Context: an optimization exercise on an open-source flow, tuned for small area and a short achievable clock period. The choices shown serve that exercise and are no tape-out recipe. At most, simulation tests tie the RTL to the original design; equivalence was not proved. No activity file was given, so power comes from the tool's default toggle rates.

==> job 1000: inputs <==
## fetch_queue
module fetch_queue #(
  parameter int DEPTH = 16,
  parameter int XLEN  = 64
) (
  input  logic                     clk,
  input  logic                     rst,
  input  logic [XLEN-1:0]          in_instr1,
  input  logic [XLEN-1:0]          in_instr2,
  input  logic [XLEN-1:0]          in_instr3,
  input  logic [XLEN-1:0]          in_instr4,
  input  logic [XLEN-1:0]          in_target1,
  input  logic [XLEN-1:0]          in_target2,
  input  logic [XLEN-1:0]          in_target3,
  input  logic [XLEN-1:0]          in_target4,
  input  logic                     in_taken1,
  input  logic                     in_taken2,
  input  logic                     in_taken3,
  input  logic                     in_taken4,
  input  logic                     in_valid1,
  input  logic                     in_valid2,
  input  logic                     in_valid3,
  input  logic                     in_valid4,
  output logic                     in_ready,
  output logic                     fetch_stall,
  input  logic                     flush,
  output logic [XLEN-1:0]          out_instr1,
  output logic [XLEN-1:0]          out_instr2,
  output logic [XLEN-1:0]          out_target1,
  output logic [XLEN-1:0]          out_target2,
  output logic                     out_taken1,
  output logic                     out_taken2,
  output logic                     out_valid1,
  output logic                     out_valid2,
  input  logic                     dec_ready,
  ...
Settings: LEC_CHECK=0, CAP_MARGIN=20, CORE_MARGIN=2, CORE_UTILIZATION=38, CTS_CLUSTER_DIAMETER=80, CTS_CLUSTER_SIZE=25, PLACE_DENSITY=0.5, SETUP_SLACK_MARGIN=3.5, SLEW_MARGIN=20; clock period 6.0 ns.
standard.sh (not shown) runs the stock make flow with config.mk's settings and CLKGATE_MAP_FILE= SYNTH_SCRIPT=/design/flow/synth_recipe.tcl, a recipe that flattens the netlist after the stock synthesis.
==> flow/flow/run.sh <==
#!/bin/bash
# The standard layout, with plain buffers (instead of the delay-cell buffers buffer_ports
# picks by default) on the input and output ports.
set -euo pipefail
export BUFFER_PORTS_ARGS="-buffer_cell sky130_fd_sc_hd__buf_2"
bash standard.sh > standard.log 2>&1
==> job 7977 (differences from job 1000) <==
--- a/flow/config.mk
+++ b/flow/config.mk
@@ -13,3 +13,4 @@
 export PLACE_DENSITY = 0.5
 export SETUP_SLACK_MARGIN = 3.5
 export SLEW_MARGIN = 20
+export TNS_END_PERCENT = 0
==> notes.md <==
- Job 7977 finished with timing, DRC and antenna clean. Job 1000 completed without violations.
- Of job 1000 and job 7977, job 1000 has the higher combinational power (gap about 50%, measured against job 7977).
- Against job 7977, the cell area of job 1000 is larger by about 16%.
- In clock power, job 7977 and job 1000 hardly differ.
- First-iteration DRC count: job 1000 is higher than job 7977 (about 24%).
- In job 7977 the cell count is lower than in job 1000, by 6.7%.
- Of job 1000 and job 7977, job 7977 has the higher critical path depth (gap 1).
==> figures <==
Run status: job 1000 timing/DRC/antenna clean; job 7977 timing/DRC/antenna clean
Worst setup timing slack at the placement stage: job 1000 1170 ps; job 7977 735 ps
Worst-margin pin slew: job 1000 1120 ps; job 7977 1130 ps
Detailed Routing Iterations Pass 1: job 1000 15; job 7977 14
Critical Path RT: job 1000 6540 ps; job 7977 6520 ps
Sequential logic power: job 1000 21.4 mW; job 7977 21.3 mW
Post-cts resize count: job 1000 1527; job 7977 339
Max-Slew Margin vs Limit: job 1000 0.250; job 7977 0.247
Setup skew after layout: job 1000 69.7 ps; job 7977 55.2 ps
Antenna fix cells: job 1000 28; job 7977 14
Vias in the first global route: job 1000 85200; job 7977 82400
Routed length on met1: job 1000 201000 microns; job 7977 187000 microns
Largest incremental delay on the critical path: job 1000 720 ps; job 7977 800 ps
Overall routing resource usage: job 1000 0.368; job 7977 0.341


==> job 4187 <==
==> flow/design.v <==
module fetch_queue #(
  parameter int DEPTH = 16,
  parameter int XLEN  = 64
) (
  input  logic                     clk,
  input  logic                     rst,
  input  logic [XLEN-1:0]          in_instr1,
  input  logic [XLEN-1:0]          in_instr2,
  input  logic [XLEN-1:0]          in_instr3,
  input  logic [XLEN-1:0]          in_instr4,
  input  logic [XLEN-1:0]          in_target1,
  input  logic [XLEN-1:0]          in_target2,
  input  logic [XLEN-1:0]          in_target3,
  input  logic [XLEN-1:0]          in_target4,
  input  logic                     in_taken1,
  input  logic                     in_taken2,
  input  logic                     in_taken3,
  input  logic                     in_taken4,
  input  logic                     in_valid1,
  input  logic                     in_valid2,
  input  logic                     in_valid3,
  input  logic                     in_valid4,
  output logic                     in_ready,
  output logic                     fetch_stall,
  input  logic                     flush,
  output logic [XLEN-1:0]          out_instr1,
  output logic [XLEN-1:0]          out_instr2,
  output logic [XLEN-1:0]          out_target1,
  output logic [XLEN-1:0]          out_target2,
  output logic                     out_taken1,
  output logic                     out_taken2,
  output logic                     out_valid1,
  output logic                     out_valid2,
  input  logic                     dec_ready,
  output logic [$clog2(DEPTH):0]   count
);
  localparam int AW = $clog2(DEPTH);
  localparam int CW = AW + 1;
  localparam int EW = 2 * XLEN + 1;    
  localparam int NB = 4;               
  localparam int NR = DEPTH / NB;      
  localparam int NH = DEPTH / 2;       
  logic [AW-1:0] r_head, r_tail;
  logic [CW-1:0] r_count;
  logic          r_rdy, r_v1, r_v2;
  logic [NB-1:0] r_tb;                 
  logic [NR-1:0] r_wrow [NB];          
  logic          r_v3, r_v4;           
  logic [NH-1:0] r_es, r_os;           
  logic          r_hodd;               
  logic [EW-1:0] r_o1, r_o2;           
  logic [EW-1:0] w_slot [4];
  logic [3:0]    w_v;
  assign w_slot[0] = {in_taken1, in_target1, in_instr1};
  assign w_slot[1] = {in_taken2, in_target2, in_instr2};
  assign w_slot[2] = {in_taken3, in_target3, in_instr3};
  assign w_slot[3] = {in_taken4, in_target4, in_instr4};
  assign w_v       = {in_valid4, in_valid3, in_valid2, in_valid1};
  logic [4:0] w_ex [5];
  always_comb begin
    w_ex[0] = 5'b00001;
    for (int k = 0; k < 4; k++)
      w_ex[k+1] = w_v[k] ? {w_ex[k][3:0], 1'b0} : w_ex[k];
  end
  logic [3:0]    w_sel [NB];           
  logic [NB-1:0] w_wb;                 
  logic [EW-1:0] w_wdata [NB];
  always_comb begin
    for (int b = 0; b < NB; b++) begin
      w_wb[b] = 1'b0;
      for (int k = 0; k < 4; k++) w_sel[b][k] = 1'b0;
      for (int d = 0; d < NB; d++) begin
        w_wb[b] = w_wb[b] | (r_tb[(b - d + NB) % NB] & ((w_ex[4] >> (d + 1)) != 5'd0));
        for (int k = 0; k < 4; k++)
          w_sel[b][k] = w_sel[b][k] | (r_tb[(b - d + NB) % NB] & w_v[k] & w_ex[k][d]);
      end
    end
  end
  for (genvar b = 0; b < NB; b++) begin : g_wd
    assign w_wdata[b] = ({EW{w_sel[b][0]}} & w_slot[0]) | ({EW{w_sel[b][1]}} & w_slot[1]) |
                        ({EW{w_sel[b][2]}} & w_slot[2]) | ({EW{w_sel[b][3]}} & w_slot[3]);
  end
  logic [EW-1:0] r_e [DEPTH];
  logic [EW-1:0] w_rd_even, w_rd_odd;  
  for (genvar p = 0; p < DEPTH; p++) begin : g_ent
    always_ff @(posedge clk)
      if (r_rdy && w_wb[p % NB] && r_wrow[p % NB][p / NB]) r_e[p] <= w_wdata[p % NB];
  end
  always_comb begin
    w_rd_even = '0;
    w_rd_odd  = '0;
    for (int i = 0; i < NH; i++) begin
      w_rd_even = w_rd_even | ({EW{r_es[i]}} & r_e[2 * i]);
      w_rd_odd  = w_rd_odd  | ({EW{r_os[i]}} & r_e[2 * i + 1]);
    end
  end
  logic       w_o1_hold, w_o1_s2;
  logic       w_o2_hold, w_o2_s3, w_o2_c0;
  logic [6:0] w_o1_sel, w_o2_sel;      
  logic [3:0] w_c0, w_c1;              
  for (genvar k = 0; k < 4; k++) begin : g_c
    assign w_c0[k] = w_v[k] & w_ex[k][0];
    assign w_c1[k] = w_v[k] & w_ex[k][1];
  end
  assign w_o1_hold = !dec_ready & r_v1;
  assign w_o1_s2   = dec_ready & r_v3;
  assign w_o2_hold = !dec_ready & r_v2;
  assign w_o2_s3   = dec_ready & r_v4;
  assign w_o2_c0   = dec_ready ? (r_v3 & !r_v4) : (r_v1 & !r_v2);
  assign w_o1_sel = {{4{!w_o1_hold & !w_o1_s2}} & w_c0,
                     w_o1_s2 & r_hodd, w_o1_s2 & !r_hodd, w_o1_hold};
  assign w_o2_sel = {({4{w_o2_c0}} & w_c0) | ({4{!w_o2_hold & !w_o2_s3 & !w_o2_c0}} & w_c1),
                     w_o2_s3 & !r_hodd, w_o2_s3 & r_hodd, w_o2_hold};
  always_ff @(posedge clk) begin
    r_o1 <= ({EW{w_o1_sel[0]}} & r_o1)      | ({EW{w_o1_sel[1]}} & w_rd_even) |
            ({EW{w_o1_sel[2]}} & w_rd_odd)  | ({EW{w_o1_sel[3]}} & w_slot[0]) |
            ({EW{w_o1_sel[4]}} & w_slot[1]) | ({EW{w_o1_sel[5]}} & w_slot[2]) |
            ({EW{w_o1_sel[6]}} & w_slot[3]);
    r_o2 <= ({EW{w_o2_sel[0]}} & r_o2)      | ({EW{w_o2_sel[1]}} & w_rd_even) |
            ({EW{w_o2_sel[2]}} & w_rd_odd)  | ({EW{w_o2_sel[3]}} & w_slot[0]) |
            ({EW{w_o2_sel[4]}} & w_slot[1]) | ({EW{w_o2_sel[5]}} & w_slot[2]) |
            ({EW{w_o2_sel[6]}} & w_slot[3]);
  end
  assign {out_taken1, out_target1, out_instr1} = r_o1;
  assign {out_taken2, out_target2, out_instr2} = r_o2;
  logic [4:0] w_esel;                  
  logic [2:0] w_dsel;                  
  logic [6:0] w_delta;                 
  logic       w_clr;
  assign w_clr   = rst | flush;
  assign w_esel  = r_rdy ? w_ex[4] : 5'b00001;
  assign w_dsel  = dec_ready ? {r_v2, r_v1 & ~r_v2, ~r_v1} : 3'b001;
  always_comb begin
    w_delta = '0;
    for (int n = 0; n < 5; n++)
      for (int j = 0; j < 3; j++)
        w_delta[n - j + 2] = w_delta[n - j + 2] | (w_esel[n] & w_dsel[j]);
  end
  function automatic logic [NR-1:0] row_of(input logic [AW-1:0] p);
    row_of = NR'(1) << p[AW-1:2];
  endfunction
  logic [CW-1:0] w_count_nxt;
  logic          w_rdy_nxt, w_v1_nxt, w_v2_nxt, w_v3_nxt, w_v4_nxt;
  logic [AW-1:0] w_head_nxt, w_tail_nxt;
  logic [NB-1:0] w_tb_nxt;
  logic [NR-1:0] w_wrow_nxt [NB];
  logic [NH-1:0] w_es_nxt, w_os_nxt;
  logic          w_hodd_nxt;
  always_comb begin
    logic [CW-1:0] c;
    logic [AW-1:0] p;
    w_count_nxt = '0;
    w_rdy_nxt   = 1'b0;
    w_v1_nxt    = 1'b0;
    w_v2_nxt    = 1'b0;
    w_v3_nxt    = 1'b0;
    w_v4_nxt    = 1'b0;
    for (int e = 0; e < 7; e++) begin
      c = r_count + CW'(e) - CW'(2);
      w_count_nxt = w_count_nxt | ({CW{w_delta[e]}} & c);
      w_rdy_nxt   = w_rdy_nxt | (w_delta[e] & (c <= CW'(DEPTH - 4)));
      w_v1_nxt    = w_v1_nxt  | (w_delta[e] & (c != CW'(0)));
      w_v2_nxt    = w_v2_nxt  | (w_delta[e] & (c >= CW'(2)));
      w_v3_nxt    = w_v3_nxt  | (w_delta[e] & (c >= CW'(3)));
      w_v4_nxt    = w_v4_nxt  | (w_delta[e] & (c >= CW'(4)));
    end
    w_tail_nxt = '0;
    w_tb_nxt   = '0;
    for (int b = 0; b < NB; b++) w_wrow_nxt[b] = '0;
    for (int n = 0; n < 5; n++) begin
      p = r_tail + AW'(n);
      w_tail_nxt = w_tail_nxt | ({AW{w_esel[n]}} & p);
      w_tb_nxt   = w_tb_nxt   | ({NB{w_esel[n]}} & (NB'(1) << p[1:0]));
      for (int b = 0; b < NB; b++)
        w_wrow_nxt[b] = w_wrow_nxt[b] | ({NR{w_esel[n]}} & row_of(p + AW'(2'(2'(b) - p[1:0]))));
    end
    w_head_nxt = '0;
    w_es_nxt   = '0;
    w_os_nxt   = '0;
    w_hodd_nxt = 1'b0;
    for (int j = 0; j < 3; j++) begin
      p = r_head + AW'(j);
      w_head_nxt = w_head_nxt | ({AW{w_dsel[j]}} & p);
      w_es_nxt   = w_es_nxt | ({NH{w_dsel[j]}} & (NH'(1) << (AW-1)'((AW'(p) + AW'(3)) >> 1)));
      w_os_nxt   = w_os_nxt | ({NH{w_dsel[j]}} & (NH'(1) << (AW-1)'((AW'(p) + AW'(2)) >> 1)));
      w_hodd_nxt = w_hodd_nxt | (w_dsel[j] & p[0]);
    end
  end
  always_ff @(posedge clk) begin
    if (w_clr) begin
      r_head  <= '0;
      r_tail  <= '0;
      r_count <= '0;
      r_rdy   <= 1'b1;
      r_v1    <= 1'b0;
      r_v2    <= 1'b0;
      r_v3    <= 1'b0;
      r_v4    <= 1'b0;
      r_tb    <= NB'(1);
      r_es    <= NH'(2);
      r_os    <= NH'(2);
      r_hodd  <= 1'b0;
      for (int b = 0; b < NB; b++) r_wrow[b] <= NR'(1);
    end else begin
      r_head  <= w_head_nxt;
      r_tail  <= w_tail_nxt;
      r_count <= w_count_nxt;
      r_rdy   <= w_rdy_nxt;
      r_v1    <= w_v1_nxt;
      r_v2    <= w_v2_nxt;
      r_v3    <= w_v3_nxt;
      r_v4    <= w_v4_nxt;
      r_tb    <= w_tb_nxt;
      r_es    <= w_es_nxt;
      r_os    <= w_os_nxt;
      r_hodd  <= w_hodd_nxt;
      for (int b = 0; b < NB; b++) r_wrow[b] <= w_wrow_nxt[b];
    end
  end
  assign in_ready    = r_rdy;
  assign fetch_stall = !r_rdy;
  assign out_valid1  = r_v1;
  assign out_valid2  = r_v2;
  assign count       = r_count;
endmodule
==> flow/run.sh <==
#!/bin/bash
# synth_recipe.tcl (not shown) runs the flow's synth.tcl, then flattens the netlist and writes it again
# the make line also repeats each setting of config.mk as NAME=value (left out here)
make -C /OpenROAD-flow-scripts/flow DESIGN_CONFIG=/design/flow/config.mk WORK_HOME=/design/flow/orfs CLKGATE_MAP_FILE= SYNTH_SCRIPT=/design/flow/synth_recipe.tcl finish
==> flow/config.mk <==
export PLATFORM = sky130hd
export DESIGN_NAME = fetch_queue
export DESIGN_NICKNAME = fetch_queue
export VERILOG_FILES = /design/flow/design.v
export SDC_FILE = /design/flow/constraint.sdc
export NUM_CORES = 8
export LEC_CHECK = 0
export CAP_MARGIN = 20
export CORE_MARGIN = 2
export CORE_UTILIZATION = 45
export PLACE_DENSITY = 0.6
export SETUP_SLACK_MARGIN = 3.4
export SLEW_MARGIN = 20
==> flow/constraint.sdc <==
create_clock -name core_clock -period 6.0 [get_ports {clk}]
set_input_delay 1.2000 -clock core_clock [delete_from_list [all_inputs] [get_ports {clk}]]
set_output_delay 1.2000 -clock core_clock [all_outputs]
set_load 0.01 [all_outputs]
==> job 8968 (differences from job 4187) <==
==> flow/design.v, changed modules only <==
module fetch_queue #(
  parameter int DEPTH = 16,
  parameter int XLEN  = 64
) (
  input  logic                     clk,
  input  logic                     rst,
  input  logic [XLEN-1:0]          in_instr1,
  input  logic [XLEN-1:0]          in_instr2,
  input  logic [XLEN-1:0]          in_instr3,
  input  logic [XLEN-1:0]          in_instr4,
  input  logic [XLEN-1:0]          in_target1,
  input  logic [XLEN-1:0]          in_target2,
  input  logic [XLEN-1:0]          in_target3,
  input  logic [XLEN-1:0]          in_target4,
  input  logic                     in_taken1,
  input  logic                     in_taken2,
  input  logic                     in_taken3,
  input  logic                     in_taken4,
  input  logic                     in_valid1,
  input  logic                     in_valid2,
  input  logic                     in_valid3,
  input  logic                     in_valid4,
  output logic                     in_ready,
  output logic                     fetch_stall,
  input  logic                     flush,
  output logic [XLEN-1:0]          out_instr1,
  output logic [XLEN-1:0]          out_instr2,
  output logic [XLEN-1:0]          out_target1,
  output logic [XLEN-1:0]          out_target2,
  output logic                     out_taken1,
  output logic                     out_taken2,
  output logic                     out_valid1,
  output logic                     out_valid2,
  input  logic                     dec_ready,
  output logic [$clog2(DEPTH):0]   count
);
  localparam int AW = $clog2(DEPTH);
  localparam int CW = AW + 1;
  localparam int EW = 2 * XLEN + 1;    
  localparam int NB = 4;               
  localparam int NR = DEPTH / NB;      
  localparam int NH = DEPTH / 2;       
  logic [AW-1:0] r_head, r_tail;
  logic [CW-1:0] r_count;
  logic          r_rdy, r_stall, r_v1, r_v2;    
  logic [DEPTH:0] r_coh;               
  logic          w_rdy, w_v1, w_v2, w_v3, w_v4;   
  logic [NB-1:0] r_tb;                 
  logic [NR-1:0] r_wrow [NB];          
  logic [NH-1:0] r_es, r_os;           
  logic          r_hodd;               
  logic [EW-1:0] r_o1, r_o2;           
  logic [EW-1:0] w_slot [4];
  logic [3:0]    w_v;
  assign w_slot[0] = {in_taken1, in_target1, in_instr1};
  assign w_slot[1] = {in_taken2, in_target2, in_instr2};
  assign w_slot[2] = {in_taken3, in_target3, in_instr3};
  assign w_slot[3] = {in_taken4, in_target4, in_instr4};
  assign w_v       = {in_valid4, in_valid3, in_valid2, in_valid1};
  assign w_rdy = |r_coh[DEPTH-4:0];
  assign w_v1  = !r_coh[0];
  assign w_v2  = !(r_coh[0] | r_coh[1]);
  assign w_v3  = !(r_coh[0] | r_coh[1] | r_coh[2]);
  assign w_v4  = !(r_coh[0] | r_coh[1] | r_coh[2] | r_coh[3]);
  logic [4:0] w_ex [5];
  logic [3:0] w_atl;
  always_comb begin
    w_ex[0] = 5'b00001;
    for (int k = 0; k < 4; k++)
      w_ex[k+1] = w_v[k] ? {w_ex[k][3:0], 1'b0} : w_ex[k];
  end
  assign w_atl[0] = |w_v;
  assign w_atl[1] = (w_v[0] & w_v[1]) | (w_v[0] & w_v[2]) | (w_v[0] & w_v[3]) |
                    (w_v[1] & w_v[2]) | (w_v[1] & w_v[3]) | (w_v[2] & w_v[3]);
  assign w_atl[2] = (w_v[0] & w_v[1] & w_v[2]) | (w_v[0] & w_v[1] & w_v[3]) |
                    (w_v[0] & w_v[2] & w_v[3]) | (w_v[1] & w_v[2] & w_v[3]);
  assign w_atl[3] = &w_v;
  logic [3:0]    w_sel [NB];           
  logic [NR-1:0] w_we [NB];            
  logic [EW-1:0] w_wdata [NB];
  always_comb begin
    for (int b = 0; b < NB; b++) begin
      for (int k = 0; k < 4; k++) w_sel[b][k] = 1'b0;
      for (int r = 0; r < NR; r++) w_we[b][r] = 1'b0;
      for (int d = 0; d < NB; d++) begin
        for (int r = 0; r < NR; r++)
          w_we[b][r] = w_we[b][r] | (w_rdy & r_wrow[b][r] & r_tb[(b - d + NB) % NB] & w_atl[d]);
        for (int k = 0; k < 4; k++)
          w_sel[b][k] = w_sel[b][k] | (r_tb[(b - d + NB) % NB] & w_v[k] & w_ex[k][d]);
      end
    end
  end
  for (genvar b = 0; b < NB; b++) begin : g_wd
    assign w_wdata[b] = ({EW{w_sel[b][0]}} & w_slot[0]) | ({EW{w_sel[b][1]}} & w_slot[1]) |
                        ({EW{w_sel[b][2]}} & w_slot[2]) | ({EW{w_sel[b][3]}} & w_slot[3]);
  end
  logic [EW-1:0] r_e [DEPTH];
  logic [EW-1:0] w_rd_even, w_rd_odd;  
  for (genvar p = 0; p < DEPTH; p++) begin : g_ent
    always_ff @(posedge clk)
      if (w_we[p % NB][p / NB]) r_e[p] <= w_wdata[p % NB];
  end
  always_comb begin
    w_rd_even = '0;
    w_rd_odd  = '0;
    for (int i = 0; i < NH; i++) begin
      w_rd_even = w_rd_even | ({EW{r_es[i]}} & r_e[2 * i]);
      w_rd_odd  = w_rd_odd  | ({EW{r_os[i]}} & r_e[2 * i + 1]);
    end
  end
  logic       w_o1_hold, w_o1_s2;
  logic       w_o2_hold, w_o2_s3, w_o2_c0;
  logic [6:0] w_o1_sel, w_o2_sel;      
  logic [3:0] w_c0, w_c1;              
  for (genvar k = 0; k < 4; k++) begin : g_c
    assign w_c0[k] = w_v[k] & w_ex[k][0];
    assign w_c1[k] = w_v[k] & w_ex[k][1];
  end
  assign w_o1_hold = !dec_ready & w_v1;
  assign w_o1_s2   = dec_ready & w_v3;
  assign w_o2_hold = !dec_ready & w_v2;
  assign w_o2_s3   = dec_ready & w_v4;
  assign w_o2_c0   = dec_ready ? (w_v3 & !w_v4) : (w_v1 & !w_v2);
  assign w_o1_sel = {{4{!w_o1_hold & !w_o1_s2}} & w_c0,
                     w_o1_s2 & r_hodd, w_o1_s2 & !r_hodd, w_o1_hold};
  assign w_o2_sel = {({4{w_o2_c0}} & w_c0) | ({4{!w_o2_hold & !w_o2_s3 & !w_o2_c0}} & w_c1),
                     w_o2_s3 & !r_hodd, w_o2_s3 & r_hodd, w_o2_hold};
  always_ff @(posedge clk) begin
    r_o1 <= ({EW{w_o1_sel[0]}} & r_o1)      | ({EW{w_o1_sel[1]}} & w_rd_even) |
            ({EW{w_o1_sel[2]}} & w_rd_odd)  | ({EW{w_o1_sel[3]}} & w_slot[0]) |
            ({EW{w_o1_sel[4]}} & w_slot[1]) | ({EW{w_o1_sel[5]}} & w_slot[2]) |
            ({EW{w_o1_sel[6]}} & w_slot[3]);
    r_o2 <= ({EW{w_o2_sel[0]}} & r_o2)      | ({EW{w_o2_sel[1]}} & w_rd_even) |
            ({EW{w_o2_sel[2]}} & w_rd_odd)  | ({EW{w_o2_sel[3]}} & w_slot[0]) |
            ({EW{w_o2_sel[4]}} & w_slot[1]) | ({EW{w_o2_sel[5]}} & w_slot[2]) |
            ({EW{w_o2_sel[6]}} & w_slot[3]);
  end
  assign {out_taken1, out_target1, out_instr1} = r_o1;
  assign {out_taken2, out_target2, out_instr2} = r_o2;
  logic [4:0] w_esel;                  
  logic [2:0] w_dsel;                  
  logic [6:0] w_delta;                 
  logic       w_clr;
  assign w_clr   = rst | flush;
  assign w_esel  = w_rdy ? w_ex[4] : 5'b00001;
  assign w_dsel  = dec_ready ? {w_v2, w_v1 & ~w_v2, ~w_v1} : 3'b001;
  always_comb begin
    w_delta = '0;
    for (int n = 0; n < 5; n++)
      for (int j = 0; j < 3; j++)
        w_delta[n - j + 2] = w_delta[n - j + 2] | (w_esel[n] & w_dsel[j]);
  end
  function automatic logic [NR-1:0] row_of(input logic [AW-1:0] p);
    row_of = NR'(1) << p[AW-1:2];
  endfunction
  logic [CW-1:0] w_count_nxt;
  logic          w_rdy_nxt, w_v1_nxt, w_v2_nxt;
  logic [DEPTH:0] w_coh_nxt;
  logic [AW-1:0] w_head_nxt, w_tail_nxt;
  logic [NB-1:0] w_tb_nxt;
  logic [NR-1:0] w_wrow_nxt [NB];
  logic [NH-1:0] w_es_nxt, w_os_nxt;
  logic          w_hodd_nxt;
  always_comb begin
    logic [AW-1:0] p;
    logic [CW-1:0] cc;
    logic          cr, c1, c2;
    w_count_nxt = '0;
    w_rdy_nxt   = 1'b0;
    w_v1_nxt    = 1'b0;
    w_v2_nxt    = 1'b0;
    w_coh_nxt   = '0;
    for (int e = 0; e < 7; e++) begin
      cc = '0;
      cr = 1'b0;
      c1 = 1'b0;
      c2 = 1'b0;
      for (int k = 0; k <= DEPTH; k++) begin
        if (k + e - 2 >= 0 && k + e - 2 <= DEPTH) begin
          cc = cc | ({CW{r_coh[k]}} & CW'(k + e - 2));
          cr = cr | (r_coh[k] & (k + e - 2 <= DEPTH - 4));
          c1 = c1 | (r_coh[k] & (k + e - 2 >= 1));
          c2 = c2 | (r_coh[k] & (k + e - 2 >= 2));
          w_coh_nxt[k + e - 2] = w_coh_nxt[k + e - 2] | (w_delta[e] & r_coh[k]);
        end
      end
      w_count_nxt = w_count_nxt | ({CW{w_delta[e]}} & cc);
      w_rdy_nxt   = w_rdy_nxt | (w_delta[e] & cr);
      w_v1_nxt    = w_v1_nxt  | (w_delta[e] & c1);
      w_v2_nxt    = w_v2_nxt  | (w_delta[e] & c2);
    end
    w_tail_nxt = '0;
    w_tb_nxt   = '0;
    for (int b = 0; b < NB; b++) w_wrow_nxt[b] = '0;
    for (int n = 0; n < 5; n++) begin
      p = r_tail + AW'(n);
      w_tail_nxt = w_tail_nxt | ({AW{w_esel[n]}} & p);
      w_tb_nxt   = w_tb_nxt   | ({NB{w_esel[n]}} & (NB'(1) << p[1:0]));
      for (int b = 0; b < NB; b++)
        w_wrow_nxt[b] = w_wrow_nxt[b] | ({NR{w_esel[n]}} & row_of(p + AW'(2'(2'(b) - p[1:0]))));
    end
    w_head_nxt = '0;
    w_es_nxt   = '0;
    w_os_nxt   = '0;
    w_hodd_nxt = 1'b0;
    for (int j = 0; j < 3; j++) begin
      p = r_head + AW'(j);
      w_head_nxt = w_head_nxt | ({AW{w_dsel[j]}} & p);
      w_es_nxt   = w_es_nxt | ({NH{w_dsel[j]}} & (NH'(1) << (AW-1)'((AW'(p) + AW'(3)) >> 1)));
      w_os_nxt   = w_os_nxt | ({NH{w_dsel[j]}} & (NH'(1) << (AW-1)'((AW'(p) + AW'(2)) >> 1)));
      w_hodd_nxt = w_hodd_nxt | (w_dsel[j] & p[0]);
    end
  end
  always_ff @(posedge clk) begin
    if (w_clr) begin
      r_head  <= '0;
      r_tail  <= '0;
      r_count <= '0;
      r_rdy   <= 1'b1;
      r_stall <= 1'b0;
      r_v1    <= 1'b0;
      r_v2    <= 1'b0;
      r_coh   <= (DEPTH+1)'(1);
      r_tb    <= NB'(1);
      r_es    <= NH'(2);
      r_os    <= NH'(2);
      r_hodd  <= 1'b0;
      for (int b = 0; b < NB; b++) r_wrow[b] <= NR'(1);
    end else begin
      r_head  <= w_head_nxt;
      r_tail  <= w_tail_nxt;
      r_count <= w_count_nxt;
      r_rdy   <= w_rdy_nxt;
      r_stall <= !w_rdy_nxt;
      r_v1    <= w_v1_nxt;
      r_v2    <= w_v2_nxt;
      r_coh   <= w_coh_nxt;
      r_tb    <= w_tb_nxt;
      r_es    <= w_es_nxt;
      r_os    <= w_os_nxt;
      r_hodd  <= w_hodd_nxt;
      for (int b = 0; b < NB; b++) r_wrow[b] <= w_wrow_nxt[b];
    end
  end
  assign in_ready    = r_rdy;
  assign fetch_stall = r_stall;
  assign out_valid1  = r_v1;
  assign out_valid2  = r_v2;
  assign count       = r_count;
endmodule
==> flow/flow/run.sh (new file) <==
#!/bin/bash
# The standard layout, with plain buffers (instead of the delay-cell buffers buffer_ports
# picks by default) on the input and output ports.
set -euo pipefail
export BUFFER_PORTS_ARGS="-buffer_cell sky130_fd_sc_hd__buf_2"
bash standard.sh > standard.log 2>&1
==> flow/standard.sh (new file) <==
#!/bin/bash
# synth_recipe.tcl (not shown) runs the flow's synth.tcl, then flattens the netlist and writes it again
# the make line also repeats each setting of config.mk as NAME=value (left out here)
make -C /OpenROAD-flow-scripts/flow DESIGN_CONFIG=/design/flow/config.mk WORK_HOME=/design/flow/orfs CLKGATE_MAP_FILE= SYNTH_SCRIPT=/design/flow/synth_recipe.tcl "${@:-finish}"
--- a/flow/config.mk
+++ b/flow/config.mk
@@ -9,5 +9,7 @@
 export CORE_MARGIN = 2
-export CORE_UTILIZATION = 45
-export PLACE_DENSITY = 0.6
-export SETUP_SLACK_MARGIN = 3.4
+export CORE_UTILIZATION = 38
+export CTS_CLUSTER_DIAMETER = 80
+export CTS_CLUSTER_SIZE = 25
+export PLACE_DENSITY = 0.5
+export SETUP_SLACK_MARGIN = 3.5
 export SLEW_MARGIN = 20
removed: flow/run.sh
==> job 994 (differences from job 4187) <==
--- a/flow/design.v
+++ b/flow/design.v
@@ -44,3 +44,3 @@
   logic [CW-1:0] r_count;
-  logic          r_rdy, r_v1, r_v2;
+  logic          r_rdy, r_stall, r_v1, r_v2;
   logic [NB-1:0] r_tb;                 
@@ -59,2 +59,3 @@
   logic [4:0] w_ex [5];
+  logic [3:0] w_atl;
   always_comb begin
@@ -64,4 +65,10 @@
   end
+  assign w_atl[0] = |w_v;
+  assign w_atl[1] = (w_v[0] & w_v[1]) | (w_v[0] & w_v[2]) | (w_v[0] & w_v[3]) |
+                    (w_v[1] & w_v[2]) | (w_v[1] & w_v[3]) | (w_v[2] & w_v[3]);
+  assign w_atl[2] = (w_v[0] & w_v[1] & w_v[2]) | (w_v[0] & w_v[1] & w_v[3]) |
+                    (w_v[0] & w_v[2] & w_v[3]) | (w_v[1] & w_v[2] & w_v[3]);
+  assign w_atl[3] = &w_v;
   logic [3:0]    w_sel [NB];           
-  logic [NB-1:0] w_wb;                 
+  logic [NR-1:0] w_we [NB];            
   logic [EW-1:0] w_wdata [NB];
@@ -69,6 +76,7 @@
     for (int b = 0; b < NB; b++) begin
-      w_wb[b] = 1'b0;
       for (int k = 0; k < 4; k++) w_sel[b][k] = 1'b0;
+      for (int r = 0; r < NR; r++) w_we[b][r] = 1'b0;
       for (int d = 0; d < NB; d++) begin
-        w_wb[b] = w_wb[b] | (r_tb[(b - d + NB) % NB] & ((w_ex[4] >> (d + 1)) != 5'd0));
+        for (int r = 0; r < NR; r++)
+          w_we[b][r] = w_we[b][r] | (r_rdy & r_wrow[b][r] & r_tb[(b - d + NB) % NB] & w_atl[d]);
         for (int k = 0; k < 4; k++)
@@ -86,3 +94,3 @@
     always_ff @(posedge clk)
-      if (r_rdy && w_wb[p % NB] && r_wrow[p % NB][p / NB]) r_e[p] <= w_wdata[p % NB];
+      if (w_we[p % NB][p / NB]) r_e[p] <= w_wdata[p % NB];
   end
@@ -194,2 +202,3 @@
       r_rdy   <= 1'b1;
+      r_stall <= 1'b0;
       r_v1    <= 1'b0;
@@ -208,2 +217,3 @@
       r_rdy   <= w_rdy_nxt;
+      r_stall <= !w_rdy_nxt;
       r_v1    <= w_v1_nxt;
@@ -220,3 +230,3 @@
   assign in_ready    = r_rdy;
-  assign fetch_stall = !r_rdy;
+  assign fetch_stall = r_stall;
   assign out_valid1  = r_v1;
==> flow/flow/run.sh (new file) <==
#!/bin/bash
# The standard layout, with plain buffers (instead of the delay-cell buffers buffer_ports
# picks by default) on the input and output ports.
set -euo pipefail
export BUFFER_PORTS_ARGS="-buffer_cell sky130_fd_sc_hd__buf_2"
bash standard.sh > standard.log 2>&1
==> flow/standard.sh (new file) <==
#!/bin/bash
# synth_recipe.tcl (not shown) runs the flow's synth.tcl, then flattens the netlist and writes it again
# the make line also repeats each setting of config.mk as NAME=value (left out here)
make -C /OpenROAD-flow-scripts/flow DESIGN_CONFIG=/design/flow/config.mk WORK_HOME=/design/flow/orfs CLKGATE_MAP_FILE= SYNTH_SCRIPT=/design/flow/synth_recipe.tcl "${@:-finish}"
--- a/flow/config.mk
+++ b/flow/config.mk
@@ -9,5 +9,7 @@
 export CORE_MARGIN = 2
-export CORE_UTILIZATION = 45
-export PLACE_DENSITY = 0.6
-export SETUP_SLACK_MARGIN = 3.4
+export CORE_UTILIZATION = 38
+export CTS_CLUSTER_DIAMETER = 80
+export CTS_CLUSTER_SIZE = 25
+export PLACE_DENSITY = 0.5
+export SETUP_SLACK_MARGIN = 3.3
 export SLEW_MARGIN = 20
removed: flow/run.sh
==> summary of the runs <==
In critical path depth, job 4187 and job 994 do not differ.
Sequential power is about the same in job 4187 and job 8968.
Of job 8968 and job 994, job 8968 has the higher non-clock buffer count (gap 930).
Of job 8968 and job 4187, job 8968 has the higher die area (gap about 20%, measured against job 4187).
Clock skew: job 4187 < job 8968 < job 994.
In job 4187 the combinational power is higher than in job 994, by 34%.
The highest routed wire length belongs to job 8968, the lowest to job 994.
Fmax, highest first: job 994, job 4187, job 8968.
The highest hold slack belongs to job 994, the lowest to job 4187.
Core utilization: job 994 < job 8968 < job 4187.
Between job 4187 and job 8968, the lower register-to-register slack is in job 8968 (gap 190 ps).
==> figures <==
metric	job 994	job 8968	job 4187
Synth Area in Compound Gates	20.2%	22.5%	20.5%
Fillcell total	24300	21800	16400
Clk slew on worst S/H paths	100 ps	100 ps	70 ps
Count of yosys warnings during synthesis	9	9	8
Met3 layer wire length in the routed design	61.3 mm	114 mm	91.5 mm
Leak	40.8 nW	52.7 nW	48.4 nW
Number of sinks handled by clock tree synthesis	2377	2391	2376
Wire length on met1	181 mm	214 mm	176 mm
P&R area growth vs syn	17.0%	42.0%	38.8%
Area fraction in and, or, nand and nor cells after synthesis	8.84%	7.41%	8.83%
Logic depth of the worst register-to-register path	6	7	6
Power, Total	38.4 mW	40.5 mW	44.7 mW
Status	finished clean	finished clean	finished clean
Logic gate share of total power	17.6%	22.4%	20.3%
Initial antenna violation count	19	97	32
Utilization after layout	44.7%	54.2%	62.7%
Comb pwr	6.75 mW	9.05 mW	9.07 mW
Non-clock buffering overhead	8.13%	20.8%	19.1%
Flip-flop and latch count after synthesis	2377	2391	2376
Die Outline Area	273000 um2	276000 um2	232000 um2
Power dissipated by switching net loads	11.6 mW	12.3 mW	12.8 mW
Adder-cell area share of the yosys netlist	0.649%	0.449%	0.647%
WP buf/inv	5	9	4
Only the layout flow was run in job 4187 and job 994; the RTL was not checked for function there.

[re-timing with driven ports]
How much do the figures lean on ideal ports? The routed layouts below were timed once more, with nothing changed but the port constraints.
Step 1 assumes that a clkbuf_16 drives the clock port and a buf_2 every other input.
Step 2, shift: input delay + t, output delay - t, t = (earliest + latest rising clock arrival at the registers) / 2. This alone moves slack from input paths to output paths.
a / b / c = ideal / step 1 / step 2; a / b = the first two.
run	t, ns	slack for setup (ns)	worst setup path after step 2	clock arrival spread, ns	slew at the worst register clock pin (ns)
job 1000	0.954	3.094 / 3.069 / 2.115	input to register	0.070 / 0.070	0.11 / 0.11
job 7977	0.943	3.045 / 2.969 / 2.026	input to register	0.066 / 0.066	0.11 / 0.11
job 4187	1.011	2.899 / 2.910 / 1.899	input to register	0.058 / 0.058	0.07 / 0.07
job 8968	0.941	2.849 / 2.872 / 1.931	input to register	0.064 / 0.064	0.11 / 0.11
job 994	0.953	3.073 / 3.081 / 2.129	input to register	0.060 / 0.059	0.10 / 0.10
After both steps setup and hold are still met in every run listed. The setup slack of job 7977, which loses most, moves by -0.076 ns with the drivers and by -1.019 ns with both steps.
